Source: an optimization exercise on an open RTL-to-GDS flow (aim: small area). Production flows keep margins and buffers that such runs may drop. In this exercise RTL edits were held to simulation tests only and were not proved equivalent to the original.

==> flow/design.v <==
`default_nettype none
package dpram_pkg;
    localparam int DATA_WIDTH = 8;
    localparam int ADDR_WIDTH = 9;
    localparam int DEPTH      = 1 << ADDR_WIDTH;
endpackage
`default_nettype wire
`default_nettype none
module dpram_wcell (
    input  logic h,
    input  logic q,
    input  logic sa_n,
    input  logic xa_n,
    input  logic sb_n,
    input  logic xb_n,
    output logic d
);
    logic t;
    assign t = ~((sa_n | xa_n) & (sb_n | xb_n));
    assign d = ~((h & q) | t);
endmodule
module dpram_inv (
    input  logic a,
    output logic y
);
    assign y = ~a;
endmodule
module dpram_dec (
    input  logic hi,
    input  logic lo,
    output logic s_n
);
    assign s_n = ~(hi & lo);
endmodule
module dpram_hold (
    input  logic sa_n,
    input  logic wloa_n,
    input  logic sb_n,
    input  logic wlob_n,
    output logic h
);
    assign h = (sa_n | wloa_n) & (sb_n | wlob_n);
endmodule
module dpram_rsel2 (
    input  logic [1:0] s_n,
    input  logic [1:0] q,
    output logic       y
);
    assign y = ~((s_n[0] | q[0]) & (s_n[1] | q[1]));
endmodule
module dpram_or16 (input logic [15:0] a, output logic y);
    logic [3:0] n;
    assign n[0] = ~|a[3:0];
    assign n[1] = ~|a[7:4];
    assign n[2] = ~|a[11:8];
    assign n[3] = ~|a[15:12];
    assign y = ~&n;
endmodule
module dpram_or4 (input logic [3:0] a, output logic y);
    assign y = |a;
endmodule
module dpram_rdsel512 (
    input  logic [511:0] s_n,
    input  logic [511:0] q,
    output logic         y
);
    logic [255:0] l0;
    logic [15:0]  l1;
    logic [3:0]   l2;
    genvar g;
    generate
        for (g = 0; g < 256; g++) begin : g_l0
            dpram_rsel2 u (.s_n(s_n[2*g +: 2]), .q(q[2*g +: 2]), .y(l0[g]));
        end
        for (g = 0; g < 16; g++) begin : g_l1
            dpram_or16 u (.a(l0[16*g +: 16]), .y(l1[g]));
        end
        for (g = 0; g < 4; g++) begin : g_l2
            dpram_or4 u (.a(l1[4*g +: 4]), .y(l2[g]));
        end
    endgenerate
    dpram_or4 u_l3 (.a(l2), .y(y));
endmodule
`default_nettype wire
`default_nettype none
import dpram_pkg::*;
module dpram_clr (
    input  logic       clock,
    input  logic       reset_n,
    input  logic       clear_req,
    output logic       busy,
    input  logic [8:0] address_a,
    input  logic [7:0] data_a,
    input  logic       wren_a,
    output logic [7:0] q_a,
    input  logic [8:0] address_b,
    input  logic [7:0] data_b,
    input  logic       wren_b,
    output logic [7:0] q_b,
    output logic       collision
);
    localparam int DW = dpram_pkg::DATA_WIDTH;
    localparam int AW = dpram_pkg::ADDR_WIDTH;
    localparam int N  = dpram_pkg::DEPTH;
    logic          r_busy;
    logic [AW-1:0] r_count;
    always_ff @(posedge clock or negedge reset_n) begin
        if (!reset_n) begin
            r_busy  <= 1'b1;
            r_count <= '0;
        end else if (r_busy) begin
            r_count <= r_count + 1'b1;
            if (&r_count) r_busy <= 1'b0;
        end else if (clear_req) begin
            r_busy <= 1'b1;
        end
    end
    assign busy = r_busy;
    logic r_phase;
    always_ff @(posedge clock or negedge reset_n) begin
        if (!reset_n) r_phase <= 1'b0;
        else          r_phase <= ~r_phase;
    end
    logic          w_same_addr;
    logic [AW-1:0] w_addr_a;
    logic          w_we_a;
    logic          w_we_b;
    logic [DW-1:0] w_xa_n;
    logic [DW-1:0] w_xb_n;
    assign w_same_addr = (address_a == address_b);
    assign w_addr_a    = r_busy ? r_count : address_a;
    assign w_we_a      = r_busy | wren_a;
    assign w_we_b      = !r_busy && wren_b && !(wren_a && w_same_addr);
    assign w_xa_n      = ~(r_busy ? {DW{r_phase}} :
                           wren_a ? (data_a ^ {DW{r_phase}}) : '0);
    assign w_xb_n      = ~(w_we_b ? (data_b ^ {DW{r_phase}}) : '0);
    logic [31:0] w_pa_hi, w_pb_hi;
    logic [15:0] w_pa_lo_n, w_pb_lo_n;
    logic [15:0] w_pwa_lo, w_pwb_lo;
    always_comb begin
        for (int k = 0; k < 32; k++) begin
            w_pa_hi[k] = (w_addr_a[8:4]  == 5'(k));
            w_pb_hi[k] = (address_b[8:4] == 5'(k));
        end
        for (int k = 0; k < 16; k++) begin
            w_pa_lo_n[k] = !(w_addr_a[3:0]  == 4'(k));
            w_pb_lo_n[k] = !(address_b[3:0] == 4'(k));
            w_pwa_lo[k]  = w_we_a && (w_addr_a[3:0]  == 4'(k));
            w_pwb_lo[k]  = w_we_b && (address_b[3:0] == 4'(k));
        end
    end
    localparam int NR = 4;
    localparam int RW = N / NR;     
    localparam int GW = 16;         
    localparam int NG = N / GW;
    logic [NR-1:0][15:0]   w_ra_lo, w_rb_lo;
    logic [NR-1:0][15:0]   w_rwa_lo_n, w_rwb_lo_n;
    logic [NR-1:0][DW-1:0] w_rxa, w_rxb;
    logic [NG-1:0][DW-1:0] w_gxa_n, w_gxb_n;
    genvar r, g, k;
    generate
        for (r = 0; r < NR; r++) begin : g_reg
            for (k = 0; k < 16; k++) begin : g_lo
                dpram_inv u_la  (.a(w_pa_lo_n[k]), .y(w_ra_lo[r][k]));
                dpram_inv u_lb  (.a(w_pb_lo_n[k]), .y(w_rb_lo[r][k]));
                dpram_inv u_lwa (.a(w_pwa_lo[k]),  .y(w_rwa_lo_n[r][k]));
                dpram_inv u_lwb (.a(w_pwb_lo[k]),  .y(w_rwb_lo_n[r][k]));
            end
            for (k = 0; k < DW; k++) begin : g_col
                dpram_inv u_xa (.a(w_xa_n[k]), .y(w_rxa[r][k]));
                dpram_inv u_xb (.a(w_xb_n[k]), .y(w_rxb[r][k]));
            end
        end
        for (g = 0; g < NG; g++) begin : g_grp
            for (k = 0; k < DW; k++) begin : g_col
                dpram_inv u_xa (.a(w_rxa[g*GW/RW][k]), .y(w_gxa_n[g][k]));
                dpram_inv u_xb (.a(w_rxb[g*GW/RW][k]), .y(w_gxb_n[g][k]));
            end
        end
    endgenerate
    logic [N-1:0]    w_sel_a_n;
    logic [N-1:0]    w_sel_b_n;
    logic [N-1:0]    w_hold;
    logic [DW*N-1:0] r_mem;
    logic [DW*N-1:0] w_mem_next;
    genvar w, b;
    generate
        for (w = 0; w < N; w++) begin : g_word
            dpram_dec u_dec_a (.hi(w_pa_hi[w/16]), .lo(w_ra_lo[w/RW][w%16]), .s_n(w_sel_a_n[w]));
            dpram_dec u_dec_b (.hi(w_pb_hi[w/16]), .lo(w_rb_lo[w/RW][w%16]), .s_n(w_sel_b_n[w]));
            dpram_hold u_hold (
                .sa_n   (w_sel_a_n[w]), .wloa_n (w_rwa_lo_n[w/RW][w%16]),
                .sb_n   (w_sel_b_n[w]), .wlob_n (w_rwb_lo_n[w/RW][w%16]),
                .h      (w_hold[w])
            );
            for (b = 0; b < DW; b++) begin : g_bit
                dpram_wcell u_wcell (
                    .h    (w_hold[w]),
                    .q    (r_mem[w*DW + b]),
                    .sa_n (w_sel_a_n[w]),
                    .xa_n (w_gxa_n[w/GW][b]),
                    .sb_n (w_sel_b_n[w]),
                    .xb_n (w_gxb_n[w/GW][b]),
                    .d    (w_mem_next[w*DW + b])
                );
            end
        end
    endgenerate
    always_ff @(posedge clock) begin
        r_mem <= w_mem_next;
    end
    logic [DW-1:0] w_rd_a_n;
    logic [DW-1:0] w_rd_b_n;
    generate
        for (b = 0; b < DW; b++) begin : g_rd
            logic [N-1:0] w_col;
            for (w = 0; w < N; w++) begin : g_col
                assign w_col[w] = r_mem[w*DW + b];
            end
            dpram_rdsel512 u_rd_a (.s_n(w_sel_a_n), .q(w_col), .y(w_rd_a_n[b]));
            dpram_rdsel512 u_rd_b (.s_n(w_sel_b_n), .q(w_col), .y(w_rd_b_n[b]));
        end
    endgenerate
    logic [DW-1:0] r_rd_a;
    logic [DW-1:0] r_rd_b;
    logic          r_collision;
    logic          w_rd_clr;
    assign w_rd_clr = r_busy | clear_req;
    always_ff @(posedge clock or negedge reset_n) begin
        if (!reset_n) begin
            r_rd_a      <= '0;
            r_rd_b      <= '0;
            r_collision <= 1'b0;
        end else begin
            r_rd_a      <= w_rd_clr ? '0 : ~(w_rd_a_n ^ {DW{r_phase}});
            r_rd_b      <= w_rd_clr ? '0 : ~(w_rd_b_n ^ {DW{r_phase}});
            r_collision <= !r_busy && wren_a && wren_b && w_same_addr;
        end
    end
    assign q_a       = r_rd_a;
    assign q_b       = r_rd_b;
    assign collision = r_collision;
endmodule
`default_nettype wire
clock: 10.0 ns
lec_check: 0
cap_margin: 20
core_margin: 2
core_utilization: 30
cts_buf_list: sky130_fd_sc_hd__clkbuf_8 sky130_fd_sc_hd__clkbuf_16
cts_cluster_diameter: 100
cts_cluster_size: 20
gpl_timing_driven: 0
place_density: 0.38
slew_margin: 20
synth_hierarchical: 1
synth_memory_max_bits: 8192
standard.sh (not shown) runs the stock make flow with config.mk's settings and CLKGATE_MAP_FILE= SYNTH_SCRIPT=/design/flow/synth_recipe.tcl, a recipe that flattens the netlist after the stock synthesis.
==> flow/flow/run.sh <==
#!/bin/bash
# Layout flow: the standard flow (standard.sh), with these changes after
# the standard synthesis:
#  - clock tree synthesis without dummy loads;
#  - the port buffers are buf_1 cells;
#  - the repair after global routing uses a 30% slew and capacitance margin.
# Each step's full output goes to a log file of its own in this folder.
set -euo pipefail
here=$(pwd)

# 1. the standard synthesis, unchanged
bash standard.sh synth > log_synth.txt 2>&1

# 2. the rest of the standard flow with the changes above
export PRE_GLOBAL_ROUTE_TCL="$here/flow/grt_margins.tcl"
export CTS_ARGS="-sink_clustering_enable -repair_clock_nets -buf_list {sky130_fd_sc_hd__clkbuf_8 sky130_fd_sc_hd__clkbuf_16} -sink_clustering_size 20 -sink_clustering_max_diameter 100 -dont_use_dummy_load"
export BUFFER_PORTS_ARGS="-buffer_cell sky130_fd_sc_hd__buf_1"
bash standard.sh finish > log_finish.txt 2>&1

# 3. keep ORFS's own per-step logs and reports beside the flow logs
cp -r orfs/logs logs_orfs 2>/dev/null || true
cp -r orfs/reports reports_orfs 2>/dev/null || true
==> flow/flow/grt_margins.tcl <==
set ::env(CAP_MARGIN) 30
set ::env(SLEW_MARGIN) 30
The baseline finished clean.
Change:
--- a/flow/flow/run.sh
+++ b/flow/flow/run.sh
@@ -2,5 +2,5 @@
 # Layout flow: the standard flow (standard.sh), with these changes after
 # the standard synthesis:
-#  - clock tree synthesis without dummy loads;
+#  - clock tree synthesis without dummy loads, clkbuf_16 sink clusters;
 #  - the port buffers are buf_1 cells;
 #  - the repair after global routing uses a 30% slew and capacitance margin.
@@ -14,5 +14,5 @@
 # 2. the rest of the standard flow with the changes above
 export PRE_GLOBAL_ROUTE_TCL="$here/flow/grt_margins.tcl"
-export CTS_ARGS="-sink_clustering_enable -repair_clock_nets -buf_list {sky130_fd_sc_hd__clkbuf_8 sky130_fd_sc_hd__clkbuf_16} -sink_clustering_size 20 -sink_clustering_max_diameter 100 -dont_use_dummy_load"
+export CTS_ARGS="-sink_clustering_enable -repair_clock_nets -buf_list {sky130_fd_sc_hd__clkbuf_16} -sink_clustering_size 22 -sink_clustering_max_diameter 100 -dont_use_dummy_load"
 export BUFFER_PORTS_ARGS="-buffer_cell sky130_fd_sc_hd__buf_1"
 bash standard.sh finish > log_finish.txt 2>&1
The changed run finished with timing, DRC and antenna clean; via count stays flat; register-to-register slack gets worse by 20 ps; setup slack gets better by 180 ps.

-- static timing again, ports no longer ideal --
In the flow no input, the clock included, has a driving cell. The finished layouts below were timed again as built, in two steps. Step 1, drivers: a clkbuf_16 drives clock and a buf_2 each remaining input, both assumed. Step 2 moves the port delays by t, midway between the first and last clock arrival at a register: inputs arrive t later, outputs are due t later. That takes back most of the time a late clock gives input paths. Three values: ideal ports, drivers, drivers and shift; two values: the first two.
run | shift t [ns] | slack for setup (ns) | worst register clock-pin slew, ns | worst slew at a driven data input, ns | pins driven straight from the clock port
the first run | 1.161 | 0.093 / 0.183 / -0.978 | 0.11 / 0.11 | 0.31 | 1
the second run | 1.156 | 0.274 / 0.361 / -0.795 | 0.11 / 0.11 | 0.33 | 1
Met with ideal ports but missed after step 2: setup timing in the first run and the second run. For the first run, which loses most, drivers alone change the setup slack by +0.090 ns; drivers and shift together by -1.071 ns.
